From an optimization exercise on the open Yosys and OpenROAD flow, aimed at small area and a short achievable clock period; shortcuts taken in it are not production practice.
Where RTL was checked, it was by simulation tests only, not by an equivalence proof against the original.
Power figures rest on the tool's default switching activity, not on a simulated workload. The clock port is modelled as an ideal driver; clocking choices that lean on that would not hold on a real chip.

==> flow/design.v <==
module read_data_sink #(
    parameter int DATA_W     = 128,
    parameter int ID_W       = 4,
    parameter int BURST_LEN  = 100,
    parameter int NUM_BURSTS = 5,
    parameter int EXP_ID     = 0,
    parameter int FIFO_DEPTH = 16
) (
    input  logic                            clk,
    input  logic                            sys_rst_n,
    input  logic                            init_done,
    input  logic [DATA_W-1:0]               AXI_RDATA,
    input  logic [ID_W-1:0]                 AXI_RID,
    input  logic                            AXI_RLAST,
    input  logic [1:0]                      AXI_RRESP,
    input  logic                            AXI_RVALID,
    output logic                            AXI_RREADY,
    output logic [DATA_W-1:0]               m_data,
    output logic                            m_last,
    output logic                            m_valid,
    input  logic                            m_ready,
    output logic [$clog2(NUM_BURSTS+1)-1:0] burst_cnt,
    output logic [$clog2(BURST_LEN)-1:0]    beat_cnt,
    output logic                            err_last,
    output logic                            err_resp,
    output logic                            err_id,
    output logic                            rd_done
);
    localparam int BURST_W = $clog2(NUM_BURSTS+1);
    localparam int BEAT_W  = $clog2(BURST_LEN);
    localparam int CNT_W   = $clog2(FIFO_DEPTH) + 1;
    localparam int RAM_N   = FIFO_DEPTH - 1;
    localparam logic [1:0] IDLE_ST  = 2'b00;
    localparam logic [1:0] RUN_ST   = 2'b01;
    localparam logic [1:0] DRAIN_ST = 2'b10;
    localparam logic [1:0] DONE_ST  = 2'b11;
    localparam logic [BEAT_W-1:0]  BEAT_LAST   = BEAT_W'(BURST_LEN - 1);
    localparam logic [BURST_W-1:0] BURST_FINAL = BURST_W'(NUM_BURSTS - 1);
    localparam logic [BURST_W-1:0] BURST_MAX   = BURST_W'(NUM_BURSTS);
    localparam logic [CNT_W-1:0]   CNT_FULL    = CNT_W'(FIFO_DEPTH);
    localparam logic [ID_W-1:0]    EXP_ID_V    = ID_W'(EXP_ID);
    localparam logic [1:0]         RESP_OKAY   = 2'b00;
    logic [1:0]          state_r, state_nxt_s;
    logic [CNT_W-1:0]    cnt_r, cnt_nxt_s;
    logic [BEAT_W-1:0]   beat_cnt_r;
    logic [BURST_W-1:0]  burst_cnt_r;
    logic                err_last_r, err_resp_r, err_id_r;
    logic                rd_done_r;
    logic                rready_r;
    logic                valid_r;
    logic                last_r;
    logic                head_in_r;       
    logic [RAM_N-1:0]    wr_oh_r;         
    logic [RAM_N-1:0]    rd_oh_r;         
    logic [DATA_W-1:0]   head_r;
    logic [DATA_W-1:0]   ram_r [RAM_N];
    logic [DATA_W-1:0]   head_d_s;
    logic srst_s, acc_s, pop_s, last_flag_s, final_beat_s;
    logic ram_push_s, ram_pop_s;
    logic eq0_s, eq1_s, c0_s, c1_s;
    assign srst_s       = !init_done;
    assign acc_s        = AXI_RVALID && rready_r;
    assign pop_s        = m_ready && valid_r;
    assign last_flag_s  = (beat_cnt_r == BEAT_LAST);
    assign final_beat_s = acc_s && last_flag_s && (burst_cnt_r == BURST_FINAL);
    assign c0_s         = !valid_r;
    assign c1_s         = (cnt_r == CNT_W'(1));
    logic st_idle_s, st_run_s, st_drain_s, st_done_s;
    logic fb_arm_s;       
    logic full_s, c15_s, c2_s;
    logic up_s, dn_s;
    logic [CNT_W-1:0] cnt_inc_s, cnt_dec_s;
    assign st_idle_s  = (state_r == IDLE_ST);
    assign st_run_s   = (state_r == RUN_ST);
    assign st_drain_s = (state_r == DRAIN_ST);
    assign st_done_s  = (state_r == DONE_ST);
    assign fb_arm_s   = last_flag_s && (burst_cnt_r == BURST_FINAL);
    assign full_s     = cnt_r[CNT_W-1];
    assign c15_s      = (cnt_r == CNT_W'(FIFO_DEPTH - 1));
    assign c2_s       = (cnt_r == CNT_W'(2));
    assign up_s       = acc_s && !pop_s;
    assign dn_s       = pop_s && !acc_s;
    assign cnt_inc_s  = cnt_r + CNT_W'(1);
    assign cnt_dec_s  = cnt_r - CNT_W'(1);
    always_comb begin
        state_nxt_s = state_r;
        if (srst_s) begin
            state_nxt_s = IDLE_ST;
        end else begin
            case (state_r)
                IDLE_ST:  state_nxt_s = RUN_ST;
                RUN_ST:   state_nxt_s = final_beat_s ? DRAIN_ST : RUN_ST;
                DRAIN_ST: state_nxt_s = c0_s ? DONE_ST : DRAIN_ST;
                DONE_ST:  state_nxt_s = DONE_ST;
                default:  state_nxt_s = IDLE_ST;
            endcase
        end
    end
    always_comb begin
        if (srst_s)
            cnt_nxt_s = '0;
        else if (up_s)
            cnt_nxt_s = cnt_inc_s;
        else if (dn_s)
            cnt_nxt_s = cnt_dec_s;
        else
            cnt_nxt_s = cnt_r;
    end
    assign eq0_s = ({2'b00, cnt_r} == beat_cnt_r + BEAT_W'(1));
    assign eq1_s = ({2'b00, cnt_r} == beat_cnt_r + BEAT_W'(2));
    logic run_nxt_s, full_nxt_s, valid_nxt_s, head_in_nxt_s;
    assign run_nxt_s     = st_idle_s || (st_run_s && !(acc_s && fb_arm_s));
    assign full_nxt_s    = (full_s && !pop_s) || (c15_s && up_s);
    assign valid_nxt_s   = acc_s || (valid_r && !(pop_s && c1_s));
    assign head_in_nxt_s = c0_s || (c1_s && !up_s) || (c2_s && dn_s);
    always_ff @(posedge clk or negedge sys_rst_n) begin
        if (!sys_rst_n) begin
            state_r   <= IDLE_ST;
            rd_done_r <= 1'b0;
            cnt_r     <= '0;
            rready_r  <= 1'b0;
            valid_r   <= 1'b0;
            head_in_r <= 1'b1;
            last_r    <= 1'b0;
        end else begin
            state_r   <= state_nxt_s;
            cnt_r     <= cnt_nxt_s;
            rd_done_r <= !srst_s && (st_done_s || (st_drain_s && c0_s));
            rready_r  <= !srst_s && run_nxt_s && !full_nxt_s;
            valid_r   <= !srst_s && valid_nxt_s;
            head_in_r <= srst_s || head_in_nxt_s;
            if (pop_s)
                last_r <= eq1_s || (acc_s && last_flag_s && c1_s);
            else
                last_r <= eq0_s || (acc_s && last_flag_s && c0_s);
        end
    end
    assign ram_push_s = acc_s && !(c0_s || (c1_s && pop_s));
    assign ram_pop_s  = pop_s && !head_in_r;
    always_ff @(posedge clk or negedge sys_rst_n) begin
        if (!sys_rst_n) begin
            wr_oh_r <= RAM_N'(1);
            rd_oh_r <= RAM_N'(1);
        end else if (srst_s) begin
            wr_oh_r <= RAM_N'(1);
            rd_oh_r <= RAM_N'(1);
        end else begin
            if (ram_push_s)
                wr_oh_r <= {wr_oh_r[RAM_N-2:0], wr_oh_r[RAM_N-1]};
            if (ram_pop_s)
                rd_oh_r <= {rd_oh_r[RAM_N-2:0], rd_oh_r[RAM_N-1]};
        end
    end
    for (genvar k = 0; k < RAM_N; k++) begin : g_ram
        always_ff @(posedge clk) begin
            if (wr_oh_r[k] && !cnt_r[CNT_W-1])
                ram_r[k] <= AXI_RDATA;
        end
    end
    logic              hold_s, ld_in_s;
    logic [RAM_N-1:0]  ld_ram_s;
    assign hold_s   = valid_r && !m_ready;
    assign ld_in_s  = head_in_r && !hold_s;
    assign ld_ram_s = rd_oh_r & {RAM_N{!head_in_r && m_ready}};
    always_comb begin
        head_d_s = (head_r & {DATA_W{hold_s}}) | (AXI_RDATA & {DATA_W{ld_in_s}});
        for (int k = 0; k < RAM_N; k++)
            head_d_s = head_d_s | (ram_r[k] & {DATA_W{ld_ram_s[k]}});
    end
    always_ff @(posedge clk) begin
        head_r <= head_d_s;
    end
    always_ff @(posedge clk or negedge sys_rst_n) begin
        if (!sys_rst_n) begin
            beat_cnt_r  <= {BEAT_W{1'b0}};
            burst_cnt_r <= {BURST_W{1'b0}};
        end else if (srst_s) begin
            beat_cnt_r  <= {BEAT_W{1'b0}};
            burst_cnt_r <= {BURST_W{1'b0}};
        end else if (acc_s) begin
            if (last_flag_s) begin
                beat_cnt_r <= {BEAT_W{1'b0}};
                if (burst_cnt_r < BURST_MAX) begin
                    burst_cnt_r <= burst_cnt_r + BURST_W'(1);
                end
            end else begin
                beat_cnt_r <= beat_cnt_r + BEAT_W'(1);
            end
        end
    end
    always_ff @(posedge clk or negedge sys_rst_n) begin
        if (!sys_rst_n) begin
            err_last_r <= 1'b0;
            err_resp_r <= 1'b0;
            err_id_r   <= 1'b0;
        end else if (srst_s) begin
            err_last_r <= 1'b0;
            err_resp_r <= 1'b0;
            err_id_r   <= 1'b0;
        end else if (acc_s) begin
            if (AXI_RLAST != last_flag_s) begin
                err_last_r <= 1'b1;
            end
            if (AXI_RRESP != RESP_OKAY) begin
                err_resp_r <= 1'b1;
            end
            if (AXI_RID != EXP_ID_V) begin
                err_id_r <= 1'b1;
            end
        end
    end
    assign AXI_RREADY = rready_r;
    assign m_valid    = valid_r;
    assign m_data     = head_r;
    assign m_last     = last_r;
    assign burst_cnt  = burst_cnt_r;
    assign beat_cnt   = beat_cnt_r;
    assign err_last   = err_last_r;
    assign err_resp   = err_resp_r;
    assign err_id     = err_id_r;
    assign rd_done    = rd_done_r;
endmodule
==> flow/config.mk <==
export PLATFORM = sky130hd
export DESIGN_NAME = read_data_sink
export DESIGN_NICKNAME = read_data_sink
export VERILOG_FILES = /design/flow/design.v
export SDC_FILE = /design/flow/constraint.sdc
export NUM_CORES = 4
export LEC_CHECK = 0
export CAP_MARGIN = 20
export CORE_MARGIN = 2
export CORE_UTILIZATION = 70
export CTS_CLUSTER_DIAMETER = 80
export CTS_CLUSTER_SIZE = 30
export SETUP_SLACK_MARGIN = 2.3
export SLEW_MARGIN = 20
==> flow/constraint.sdc <==
create_clock -name core_clock -period 4.5 [get_ports {clk}]
set_input_delay 0.9000 -clock core_clock [delete_from_list [all_inputs] [get_ports {clk}]]
set_output_delay 0.9000 -clock core_clock [all_outputs]
set_load 0.01 [all_outputs]
standard.sh (not shown) runs the stock make flow with config.mk's settings and CLKGATE_MAP_FILE= SYNTH_SCRIPT=/design/flow/synth_recipe.tcl, a recipe that flattens the netlist after the stock synthesis.
==> flow/flow/run.sh <==
#!/bin/bash
# Standard ORFS layout (the standard.sh, unchanged synthesis) with three changes:
#  - port buffers are buf_2 instead of the default delay-buffer choice,
#  - CTS without dummy loads, with sink clusters of up to 30 flops within 80 um.
# The make/ORFS output goes to flow_make.log in the work folder; ORFS keeps its
# per-step logs under orfs/logs/.
set -euo pipefail
bash standard.sh finish \
  "BUFFER_PORTS_ARGS=-buffer_cell sky130_fd_sc_hd__buf_2" \
  "CTS_ARGS=-sink_clustering_enable -repair_clock_nets -dont_use_dummy_load -sink_clustering_size 30 -sink_clustering_max_diameter 80" \
  > flow_make.log 2>&1
Rerun with:
--- a/flow/design.v
+++ b/flow/design.v
@@ -58,14 +58,14 @@
     logic srst_s, acc_s, pop_s, last_flag_s, final_beat_s;
     logic ram_push_s, ram_pop_s;
     logic eq0_s, eq1_s, c0_s, c1_s;
     assign srst_s       = !init_done;
     assign acc_s        = AXI_RVALID && rready_r;
-    assign pop_s        = m_ready && valid_r;
+    assign pop_s        = m_ready && !c0_s;
     assign last_flag_s  = (beat_cnt_r == BEAT_LAST);
     assign final_beat_s = acc_s && last_flag_s && (burst_cnt_r == BURST_FINAL);
-    assign c0_s         = !valid_r;
+    assign c0_s         = (cnt_r == '0);    
     assign c1_s         = (cnt_r == CNT_W'(1));
     logic st_idle_s, st_run_s, st_drain_s, st_done_s;
     logic fb_arm_s;       
     logic full_s, c15_s, c2_s;
     logic up_s, dn_s;
@@ -109,11 +109,11 @@
     assign eq0_s = ({2'b00, cnt_r} == beat_cnt_r + BEAT_W'(1));
     assign eq1_s = ({2'b00, cnt_r} == beat_cnt_r + BEAT_W'(2));
     logic run_nxt_s, full_nxt_s, valid_nxt_s, head_in_nxt_s;
     assign run_nxt_s     = st_idle_s || (st_run_s && !(acc_s && fb_arm_s));
     assign full_nxt_s    = (full_s && !pop_s) || (c15_s && up_s);
-    assign valid_nxt_s   = acc_s || (valid_r && !(pop_s && c1_s));
+    assign valid_nxt_s   = acc_s || (!c0_s && !(pop_s && c1_s));
     assign head_in_nxt_s = c0_s || (c1_s && !up_s) || (c2_s && dn_s);
     always_ff @(posedge clk or negedge sys_rst_n) begin
         if (!sys_rst_n) begin
             state_r   <= IDLE_ST;
             rd_done_r <= 1'b0;
@@ -143,32 +143,38 @@
             rd_oh_r <= RAM_N'(1);
         end else if (srst_s) begin
             wr_oh_r <= RAM_N'(1);
             rd_oh_r <= RAM_N'(1);
         end else begin
-            if (ram_push_s)
+            if (full_nxt_s)
+                wr_oh_r <= '0;
+            else if (full_s)
+                wr_oh_r <= rd_oh_r;
+            else if (ram_push_s)
                 wr_oh_r <= {wr_oh_r[RAM_N-2:0], wr_oh_r[RAM_N-1]};
             if (ram_pop_s)
                 rd_oh_r <= {rd_oh_r[RAM_N-2:0], rd_oh_r[RAM_N-1]};
         end
     end
     for (genvar k = 0; k < RAM_N; k++) begin : g_ram
         always_ff @(posedge clk) begin
-            if (wr_oh_r[k] && !cnt_r[CNT_W-1])
+            if (wr_oh_r[k])
                 ram_r[k] <= AXI_RDATA;
         end
     end
-    logic              hold_s, ld_in_s;
-    logic [RAM_N-1:0]  ld_ram_s;
-    assign hold_s   = valid_r && !m_ready;
+    logic              hold_s, ld_in_s, ld_ram_s;
+    logic [DATA_W-1:0] ram_rd_s;
+    assign hold_s   = !c0_s && !m_ready;
     assign ld_in_s  = head_in_r && !hold_s;
-    assign ld_ram_s = rd_oh_r & {RAM_N{!head_in_r && m_ready}};
+    assign ld_ram_s = !head_in_r && m_ready;
     always_comb begin
-        head_d_s = (head_r & {DATA_W{hold_s}}) | (AXI_RDATA & {DATA_W{ld_in_s}});
+        ram_rd_s = '0;
         for (int k = 0; k < RAM_N; k++)
-            head_d_s = head_d_s | (ram_r[k] & {DATA_W{ld_ram_s[k]}});
-    end
+            ram_rd_s = ram_rd_s | (ram_r[k] & {DATA_W{rd_oh_r[k]}});
+    end
+    assign head_d_s = (head_r & {DATA_W{hold_s}}) | (AXI_RDATA & {DATA_W{ld_in_s}}) |
+                      (ram_rd_s & {DATA_W{ld_ram_s}});
     always_ff @(posedge clk) begin
         head_r <= head_d_s;
     end
     always_ff @(posedge clk or negedge sys_rst_n) begin
         if (!sys_rst_n) begin
The new run completed with no timing, DRC or antenna violations.
First-iteration DRC count fell by a few percent.
Cell area goes down by a few percent.
Power went up by about a fifth.
Worst setup slack improves by 100 ps.
Sequential share of layout area rises by 1.7 points.
Combinational power goes up to 3.1 times its value.
Count of clock-buffer cells in the layout stays the same.
Register-to-register slack gains 40 ps.
Die area is lower slightly.
Worst hold slack is better by 110 ps.
Routed wire length falls by a few percent.
Final cell count decreases slightly.
Via count goes down by a few percent.
Synthesized cell count barely changes.

Another version of the RTL of read_data_sink (not shown whole).
Size in the first run: about 4,300 cells after synthesis, ~2,100 flip-flops, ~290 I/O pins, about 75,000 µm² of cells after synthesis.
export LEC_CHECK = 0
export CAP_MARGIN = 20
export CORE_MARGIN = 2
export CORE_UTILIZATION = 70
export CTS_CLUSTER_DIAMETER = 80
export CTS_CLUSTER_SIZE = 30
export SETUP_SLACK_MARGIN = 2.4
export SLEW_MARGIN = 20
create_clock -name core_clock -period 4.5 [get_ports {clk}]
Scripts as last shown in full above: flow/flow/run.sh
Edit:
--- a/flow/design.v
+++ b/flow/design.v
@@ -55,20 +55,20 @@
     logic [DATA_W-1:0]   head_r;
     logic [DATA_W-1:0]   ram_r [RAM_N];
     logic [DATA_W-1:0]   head_d_s;
     logic srst_s, acc_s, pop_s, last_flag_s, final_beat_s;
     logic ram_push_s, ram_pop_s;
     logic eq0_s, eq1_s, c0_s, c1_s;
     assign srst_s       = !init_done;
     assign acc_s        = AXI_RVALID && rready_r;
-    assign pop_s        = m_ready && valid_r;
+    assign pop_s        = m_ready && !c0_s;
     assign last_flag_s  = (beat_cnt_r == BEAT_LAST);
     assign final_beat_s = acc_s && last_flag_s && (burst_cnt_r == BURST_FINAL);
-    assign c0_s         = !valid_r;
+    assign c0_s         = (cnt_r == '0);    
     assign c1_s         = (cnt_r == CNT_W'(1));
     logic st_idle_s, st_run_s, st_drain_s, st_done_s;
     logic fb_arm_s;       
     logic full_s, c15_s, c2_s;
     logic up_s, dn_s;
     logic [CNT_W-1:0] cnt_inc_s, cnt_dec_s;
     assign st_idle_s  = (state_r == IDLE_ST);
     assign st_run_s   = (state_r == RUN_ST);
@@ -106,17 +106,17 @@
         else
             cnt_nxt_s = cnt_r;
     end
     assign eq0_s = ({2'b00, cnt_r} == beat_cnt_r + BEAT_W'(1));
     assign eq1_s = ({2'b00, cnt_r} == beat_cnt_r + BEAT_W'(2));
     logic run_nxt_s, full_nxt_s, valid_nxt_s, head_in_nxt_s;
     assign run_nxt_s     = st_idle_s || (st_run_s && !(acc_s && fb_arm_s));
     assign full_nxt_s    = (full_s && !pop_s) || (c15_s && up_s);
-    assign valid_nxt_s   = acc_s || (valid_r && !(pop_s && c1_s));
+    assign valid_nxt_s   = acc_s || (!c0_s && !(pop_s && c1_s));
     assign head_in_nxt_s = c0_s || (c1_s && !up_s) || (c2_s && dn_s);
     always_ff @(posedge clk or negedge sys_rst_n) begin
         if (!sys_rst_n) begin
             state_r   <= IDLE_ST;
             rd_done_r <= 1'b0;
             cnt_r     <= '0;
             rready_r  <= 1'b0;
             valid_r   <= 1'b0;
@@ -158,17 +158,17 @@
     for (genvar k = 0; k < RAM_N; k++) begin : g_ram
         always_ff @(posedge clk) begin
             if (wr_oh_r[k])
                 ram_r[k] <= AXI_RDATA;
         end
     end
     logic              hold_s, ld_in_s, ld_ram_s;
     logic [DATA_W-1:0] ram_rd_s;
-    assign hold_s   = valid_r && !m_ready;
+    assign hold_s   = !c0_s && !m_ready;
     assign ld_in_s  = head_in_r && !hold_s;
     assign ld_ram_s = !head_in_r && m_ready;
     always_comb begin
         ram_rd_s = '0;
         for (int k = 0; k < RAM_N; k++)
             ram_rd_s = ram_rd_s | (ram_r[k] & {DATA_W{rd_oh_r[k]}});
     end
     assign head_d_s = (head_r & {DATA_W{hold_s}}) | (AXI_RDATA & {DATA_W{ld_in_s}}) |
Outcome: The changed run completed with no timing, DRC or antenna violations. First-iteration DRC count drops by 0.62%. Critical path depth drops by 5. Global-route usage stays flat. Power climbs by 16%. Final area hardly moves.
For the first run of this note, only the layout was checked, not whether the RTL still works.

==> afterwards: timing with drivers on the ports <==
The flow's constraints put no driver on any port. The routed layouts listed below were extracted and timed again, unchanged, in two steps. Step 1 (the two cells are an assumption about what drives the block):
set clk [get_ports {clk}]
set_driving_cell -lib_cell sky130_fd_sc_hd__clkbuf_16 $clk
set_driving_cell -lib_cell sky130_fd_sc_hd__buf_2 [delete_from_list [all_inputs] $clk]
Step 2 also shifts input and output timing later by t, the mid clock arrival at the registers, as if the neighbouring blocks saw the same clock. Slacks: ideal / step 1 / step 2; pairs: ideal / step 1.
| run | shift t [ns] | setup WS [ns] | hold slack, ns | worst setup path after step 2 | cell pins on the clock port's net |
|---|---|---|---|---|---|
| the first run of note 1 | 0.782 | 2.206 / 2.124 / 1.543 | 0.239 / 0.249 / 0.449 | input to register | 1 |
| the second run of note 1 | 0.766 | 2.308 / 2.244 / 1.667 | 0.350 / 0.321 / 0.455 | input to register | 1 |
| the first run of note 2 | 0.763 | 2.341 / 2.290 / 1.734 | 0.357 / 0.302 / 0.447 | input to register | 1 |
| the second run of note 2 | 0.757 | 2.355 / 2.276 / 1.913 | 0.358 / 0.303 / 0.452 | input to register | 1 |
After both steps every run listed still meets setup and hold. The setup slack of the first run of note 1, which loses most, moves by -0.082 ns with the drivers and by -0.663 ns with both steps.
